What follows belongs to an exercise in optimizing a design on an open flow for small area and a short achievable clock period; a production flow would make more cautious choices. Where RTL was checked, it was by simulation tests only, not by an equivalence proof against the original. No activity file was given, so power comes from the tool's default toggle rates.

## job 101
Design axis_prog_intra_cycle_delay, start of the top module:
module axis_prog_intra_cycle_delay #(
  parameter  int DATA_WIDTH      = 256,
  parameter  int SAMPLE_WIDTH    = 16,
  parameter  int MAX_CYCLE_DELAY = 8,
  parameter  int RESET_DELAY     = 10,
  localparam int SPC             = DATA_WIDTH / SAMPLE_WIDTH,
  localparam int DW              = $clog2((MAX_CYCLE_DELAY + 1) * SPC)
) (
  input  logic                  clk,
  input  logic                  rst_n,
  input  logic [DATA_WIDTH-1:0] s_axis_tdata,
  input  logic                  s_axis_tvalid,
  input  logic                  s_axis_tlast,
  output logic [DATA_WIDTH-1:0] m_axis_tdata,
  output logic                  m_axis_tvalid,
  output logic                  m_axis_tlast,
  input  logic [DW-1:0]         cfg_delay,
  input  logic                  cfg_valid,
  output logic                  cfg_pending,
  output logic                  cfg_clamped,
  output logic [DW-1:0]         cur_delay
);
  localparam int STAGES = MAX_CYCLE_DELAY + 1;
  localparam int RW     = $clog2(SPC);
  localparam int MAX_D  = MAX_CYCLE_DELAY * SPC + SPC - 1;
  localparam int SW     = SAMPLE_WIDTH;
  typedef logic [DATA_WIDTH-1:0] word_t;
  logic [STAGES:0] vld_pipe, last_pipe;    
  logic          idle, pend_next;
  logic [DW-1:0] pend_delay, req_delay, load_val;
  logic          req_over, pipe_empty, do_load;
  assign req_over   = int'(cfg_delay) > MAX_D;
  assign req_delay  = req_over ? DW'(MAX_D) : cfg_delay;
  assign pipe_empty = ~|vld_pipe & ~s_axis_tvalid;
  assign do_load    = pipe_empty & (cfg_valid | ~idle);
  assign pend_next  = idle ? (cfg_valid & ~pipe_empty) : ~pipe_empty;
  assign load_val   = cfg_valid ? req_delay : pend_delay;
  localparam logic [DW-1:0] CD_RST = DW'(RESET_DELAY);
  localparam logic [3:0]    LO_RST = 4'b1 << (RESET_DELAY % 4);
  localparam logic [3:0]    HI_RST = 4'b1 << ((RESET_DELAY / 4) % 4);
  logic [DW-1:0] delay_n, cd_x;
  logic [3:0]    rot_lo, rot_hi, lo_x, hi_x;
  assign cur_delay = cd_x ^ CD_RST;
  assign rot_lo    = lo_x ^ LO_RST;
  assign rot_hi    = hi_x ^ HI_RST;
  always_ff @(posedge clk or negedge rst_n) begin
  ...
Size in the first run: about 8600 cells after synthesis, roughly 540 I/O pins.
==> module axis_prog_intra_cycle_delay, before the edit <==
module axis_prog_intra_cycle_delay #(
  parameter  int DATA_WIDTH      = 256,
  parameter  int SAMPLE_WIDTH    = 16,
  parameter  int MAX_CYCLE_DELAY = 8,
  parameter  int RESET_DELAY     = 10,
  localparam int SPC             = DATA_WIDTH / SAMPLE_WIDTH,
  localparam int DW              = $clog2((MAX_CYCLE_DELAY + 1) * SPC)
) (
  input  logic                  clk,
  input  logic                  rst_n,
  input  logic [DATA_WIDTH-1:0] s_axis_tdata,
  input  logic                  s_axis_tvalid,
  input  logic                  s_axis_tlast,
  output logic [DATA_WIDTH-1:0] m_axis_tdata,
  output logic                  m_axis_tvalid,
  output logic                  m_axis_tlast,
  input  logic [DW-1:0]         cfg_delay,
  input  logic                  cfg_valid,
  output logic                  cfg_pending,
  output logic                  cfg_clamped,
  output logic [DW-1:0]         cur_delay
);
  localparam int STAGES = MAX_CYCLE_DELAY + 1;
  localparam int RW     = $clog2(SPC);
  localparam int MAX_D  = MAX_CYCLE_DELAY * SPC + SPC - 1;
  localparam int SW     = SAMPLE_WIDTH;
  typedef logic [DATA_WIDTH-1:0] word_t;
  logic [STAGES:0] vld_pipe, last_pipe;    
  logic          idle, pend_next;
  logic [DW-1:0] pend_delay, req_delay, load_val;
  logic          req_over, pipe_empty, do_load;
  assign req_over   = int'(cfg_delay) > MAX_D;
  assign req_delay  = req_over ? DW'(MAX_D) : cfg_delay;
  assign pipe_empty = ~|vld_pipe & ~s_axis_tvalid;
  assign do_load    = pipe_empty & (cfg_valid | ~idle);
  assign pend_next  = idle ? (cfg_valid & ~pipe_empty) : ~pipe_empty;
  assign load_val   = cfg_valid ? req_delay : pend_delay;
  localparam logic [DW-1:0] CD_RST = DW'(RESET_DELAY);
  localparam logic [3:0]    LO_RST = 4'b1 << (RESET_DELAY % 4);
  localparam logic [3:0]    HI_RST = 4'b1 << ((RESET_DELAY / 4) % 4);
  logic [DW-1:0] delay_n, cd_x;
  logic [3:0]    rot_lo, rot_hi, lo_x, hi_x;
  assign cur_delay = cd_x ^ CD_RST;
  assign rot_lo    = lo_x ^ LO_RST;
  assign rot_hi    = hi_x ^ HI_RST;
  always_ff @(posedge clk or negedge rst_n) begin
    if (!rst_n) begin
      idle        <= 1'b1;
      cfg_pending <= 1'b0;
      cfg_clamped <= 1'b0;
      cd_x        <= '0;
      delay_n     <= ~CD_RST;
      lo_x        <= '0;
      hi_x        <= '0;
      pend_delay  <= '0;
    end else begin
      idle        <= ~pend_next;
      cfg_pending <= pend_next;
      cfg_clamped <= cfg_valid & req_over;
      cd_x        <= (do_load ? load_val : ~delay_n) ^ CD_RST;
      if (cfg_valid) pend_delay <= req_delay;
      if (do_load) begin
        delay_n   <= ~load_val;
        lo_x      <= (4'b1 << load_val[1:0]) ^ LO_RST;
        hi_x      <= (4'b1 << load_val[3:2]) ^ HI_RST;
      end
    end
  end
  logic [3:0]    q;
  logic [RW-1:0] r;
  assign q = ~delay_n[DW-1:RW];
  assign r = ~delay_n[RW-1:0];
  logic [SPC-1:0] u1, u2, u4, u8, n1, n2, n4, n8, ext;
  logic                     sel_rnz;
  always_ff @(posedge clk) begin
    for (int k = 0; k < SPC; k++) begin
      logic [3:0] age;
      age    = q + 4'(RW'(k) < r);
      u1[k] <= age[0];           n1[k] <= ~age[0];
      u2[k] <= age[1] | age[3];  n2[k] <= ~(age[1] | age[3]);
      u4[k] <= age[2] | age[3];  n4[k] <= ~(age[2] | age[3]);
      u8[k] <= age[3];           n8[k] <= ~age[3];
      ext[k] <= RW'(k) < r;
    end
    sel_rnz <= r != '0;
  end
  logic [MAX_CYCLE_DELAY:0] q_dec;
  logic [STAGES:0]          vld_next, last_next;
  logic vld_cur, vld_prv, last_cur, last_prv;
  for (genvar a = 0; a <= MAX_CYCLE_DELAY; a++) begin : g_qdec
    assign q_dec[a] = q == 4'(a);
  end
  assign vld_next  = {vld_pipe[STAGES-1:0], s_axis_tvalid};
  assign last_next = {last_pipe[STAGES-1:0], s_axis_tvalid & s_axis_tlast};
  always_ff @(posedge clk or negedge rst_n) begin
    if (!rst_n) begin
      vld_cur  <= 1'b0;
      vld_prv  <= 1'b0;
      last_cur <= 1'b0;
      last_prv <= 1'b0;
    end else begin
      vld_cur  <= |(q_dec & vld_next[MAX_CYCLE_DELAY:0]);
      vld_prv  <= |(q_dec & vld_next[STAGES:1]);
      last_cur <= |(q_dec & last_next[MAX_CYCLE_DELAY:0]);
      last_prv <= |(q_dec & last_next[STAGES:1]);
    end
  end
  always_ff @(posedge clk or negedge rst_n) begin
    if (!rst_n) begin
      vld_pipe  <= '0;
      last_pipe <= '0;
    end else begin
      vld_pipe  <= vld_next;
      last_pipe <= last_next;
    end
  end
  word_t rot_in, s0r;
  for (genvar j = 0; j < SPC; j++) begin : g_rot_in
    always_comb begin
      rot_in[j*SW +: SW] = '0;
      for (int s = 0; s < 4; s++)
        rot_in[j*SW +: SW] = rot_in[j*SW +: SW]
          | (s_axis_tdata[((j - 4*s) & (SPC - 1))*SW +: SW] & {SW{rot_hi[s]}});
    end
  end
  word_t s0, m1, m2, m4, m8, masked;
  word_t a1, b1, b2, c1, c2, c3, c4, d1, d2;
  for (genvar j = 0; j < SPC; j++) begin : g_rot_out
    always_comb begin
      s0r[j*SW +: SW] = '0;
      for (int s = 0; s < 4; s++)
        s0r[j*SW +: SW] = s0r[j*SW +: SW]
          | (s0[((j - s) & (SPC - 1))*SW +: SW] & {SW{rot_lo[s]}});
    end
  end
  always_ff @(posedge clk) begin
    s0 <= rot_in;
    a1 <= s0r;
    b1 <= m1;  b2 <= b1;
    c1 <= m2;  c2 <= c1;  c3 <= c2;  c4 <= c3;
    d1 <= m4;  d2 <= d1;
  end
  for (genvar k = 0; k < SPC; k++) begin : g_lane
    localparam int L = k * SW;
    logic v, t8, f8;
    assign v  = ext[k] ? vld_prv : vld_cur;
    assign t8 = u8[k] & v;
    assign f8 = n8[k] & v;
    assign m1[L +: SW] = (a1[L +: SW] & {SW{u1[k]}}) | (s0r[L +: SW] & {SW{n1[k]}});
    assign m2[L +: SW] = (b2[L +: SW] & {SW{u2[k]}}) | (m1[L +: SW] & {SW{n2[k]}});
    assign m4[L +: SW] = (c4[L +: SW] & {SW{u4[k]}}) | (m2[L +: SW] & {SW{n4[k]}});
    assign masked[L +: SW] = (d2[L +: SW] & {SW{t8}}) | (m4[L +: SW] & {SW{f8}});
  end
  always_ff @(posedge clk or negedge rst_n) begin
    if (!rst_n) begin
      m_axis_tdata  <= '0;
      m_axis_tvalid <= 1'b0;
      m_axis_tlast  <= 1'b0;
    end else begin
      m_axis_tdata  <= masked;
      m_axis_tvalid <= vld_cur | (sel_rnz & vld_prv);
      m_axis_tlast  <= sel_rnz ? last_prv : last_cur;
    end
  end
endmodule
Settings: LEC_CHECK=0, CAP_MARGIN=20, CORE_MARGIN=2, CORE_UTILIZATION=55, CTS_CLUSTER_DIAMETER=70, CTS_CLUSTER_SIZE=25, SETUP_SLACK_MARGIN=3.5, SLEW_MARGIN=20; clock period 6.0 ns.
standard.sh (not shown) runs the stock make flow with config.mk's settings and CLKGATE_MAP_FILE= SYNTH_SCRIPT=/design/flow/synth_recipe.tcl, a recipe that flattens the netlist after the stock synthesis.
==> flow/flow/run.sh <==
#!/bin/bash
# The standard layout (standard.sh: the standard flow's own ORFS flow and synthesis, unchanged), with:
# - the smallest buffer for the port buffers (timing repair still upsizes those on critical
#   paths) and clock tree synthesis without dummy loads, with config.mk's sink clustering;
# - after placement, each output port's flip-flop moved next to its port buffer (then
#   legalized), since the paths from those flip-flops to the ports set the achieved period.
set -euo pipefail
export BUFFER_PORTS_ARGS="-buffer_cell sky130_fd_sc_hd__buf_1"
export CTS_ARGS="-sink_clustering_enable -repair_clock_nets -sink_clustering_size 25 -sink_clustering_max_diameter 70 -dont_use_dummy_load"
bash standard.sh place > standard_place.log 2>&1
PULL_DB="$PWD/orfs/results/${FLOW_PLATFORM}/axis_prog_intra_cycle_delay/base/3_place.odb" \
  openroad -no_init -exit flow/pull_outputs.tcl > pull_outputs.log 2>&1
bash standard.sh > standard_finish.log 2>&1
Other scripts of this flow, unchanged in this note and not shown: flow/flow/pull_outputs.tcl
> inputs changed (job 101 -> job 102)
--- a/flow/design.v
+++ b/flow/design.v
@@ -115,26 +115,26 @@
     end
   end
-  word_t rot_in, s0r;
-  for (genvar j = 0; j < SPC; j++) begin : g_rot_in
+  word_t rot1, rot2;
+  for (genvar j = 0; j < SPC; j++) begin : g_rot
     always_comb begin
-      rot_in[j*SW +: SW] = '0;
+      rot1[j*SW +: SW] = '0;
       for (int s = 0; s < 4; s++)
-        rot_in[j*SW +: SW] = rot_in[j*SW +: SW]
-          | (s_axis_tdata[((j - 4*s) & (SPC - 1))*SW +: SW] & {SW{rot_hi[s]}});
+        rot1[j*SW +: SW] = rot1[j*SW +: SW]
+          | (s_axis_tdata[((j - s) & (SPC - 1))*SW +: SW] & {SW{rot_lo[s]}});
+    end
+  end
+  for (genvar j = 0; j < SPC; j++) begin : g_rot2
+    always_comb begin
+      rot2[j*SW +: SW] = '0;
+      for (int s = 0; s < 4; s++)
+        rot2[j*SW +: SW] = rot2[j*SW +: SW]
+          | (rot1[((j - 4*s) & (SPC - 1))*SW +: SW] & {SW{rot_hi[s]}});
     end
   end
   word_t s0, m1, m2, m4, m8, masked;
   word_t a1, b1, b2, c1, c2, c3, c4, d1, d2;
-  for (genvar j = 0; j < SPC; j++) begin : g_rot_out
-    always_comb begin
-      s0r[j*SW +: SW] = '0;
-      for (int s = 0; s < 4; s++)
-        s0r[j*SW +: SW] = s0r[j*SW +: SW]
-          | (s0[((j - s) & (SPC - 1))*SW +: SW] & {SW{rot_lo[s]}});
-    end
-  end
   always_ff @(posedge clk) begin
-    s0 <= rot_in;
-    a1 <= s0r;
+    s0 <= rot2;
+    a1 <= s0;
     b1 <= m1;  b2 <= b1;
     c1 <= m2;  c2 <= c1;  c3 <= c2;  c4 <= c3;
@@ -147,5 +147,5 @@
     assign t8 = u8[k] & v;
     assign f8 = n8[k] & v;
-    assign m1[L +: SW] = (a1[L +: SW] & {SW{u1[k]}}) | (s0r[L +: SW] & {SW{n1[k]}});
+    assign m1[L +: SW] = (a1[L +: SW] & {SW{u1[k]}}) | (s0[L +: SW] & {SW{n1[k]}});
     assign m2[L +: SW] = (b2[L +: SW] & {SW{u2[k]}}) | (m1[L +: SW] & {SW{n2[k]}});
     assign m4[L +: SW] = (c4[L +: SW] & {SW{u4[k]}}) | (m2[L +: SW] & {SW{n4[k]}});
==> comparison <==
- Job 101 → job 102: reported net switching power down about 40%, met1 demand-to-capacity share in global routing shrank by 0.61 points, post-cts resize count down 171, routed wire length lost about 26%, final critical-path required period fell 0.063 ns.
- Against job 101, final design instance area without fill in job 102 came out better.
- Number of buffers added to fix hold violations after cts: job 101 vs job 102 identical
- Diff job 101 -> job 102 | post-synthesis net count | down by more than a quarter
Function not checked in job 101: the RTL went through the layout flow alone.

## what the ideal ports hide
The results above use ideal ports. As a check the final layouts listed here were re-extracted and re-timed, cells and wires unchanged. Step 1: set_driving_cell puts a clkbuf_16 on clk and a buf_2 on each other input, an assumption about the parent block. Step 2 times the ports against the registers' clock, not the clock port: input delays grow and output delays shrink by t, the midpoint of the rising clock arrivals with the driver on. a / b / c = ideal ports / drivers / drivers and shift; a / b = the first two.
| run | t (ns) | setup WS [ns] | clock arrival spread, ns | worst data-port slew with drivers (ns) |
|---|---|---|---|---|
| job 101 | 0.909 | 3.397 / 3.306 / 2.819 | 0.076 / 0.076 | 0.23 |
| job 102 | 0.846 | 3.460 / 3.390 / 2.884 | 0.071 / 0.071 | 0.21 |
After both steps setup and hold are still met in every run listed. For job 101, which loses most, drivers alone change the setup slack by -0.091 ns; drivers and shift together by -0.578 ns.
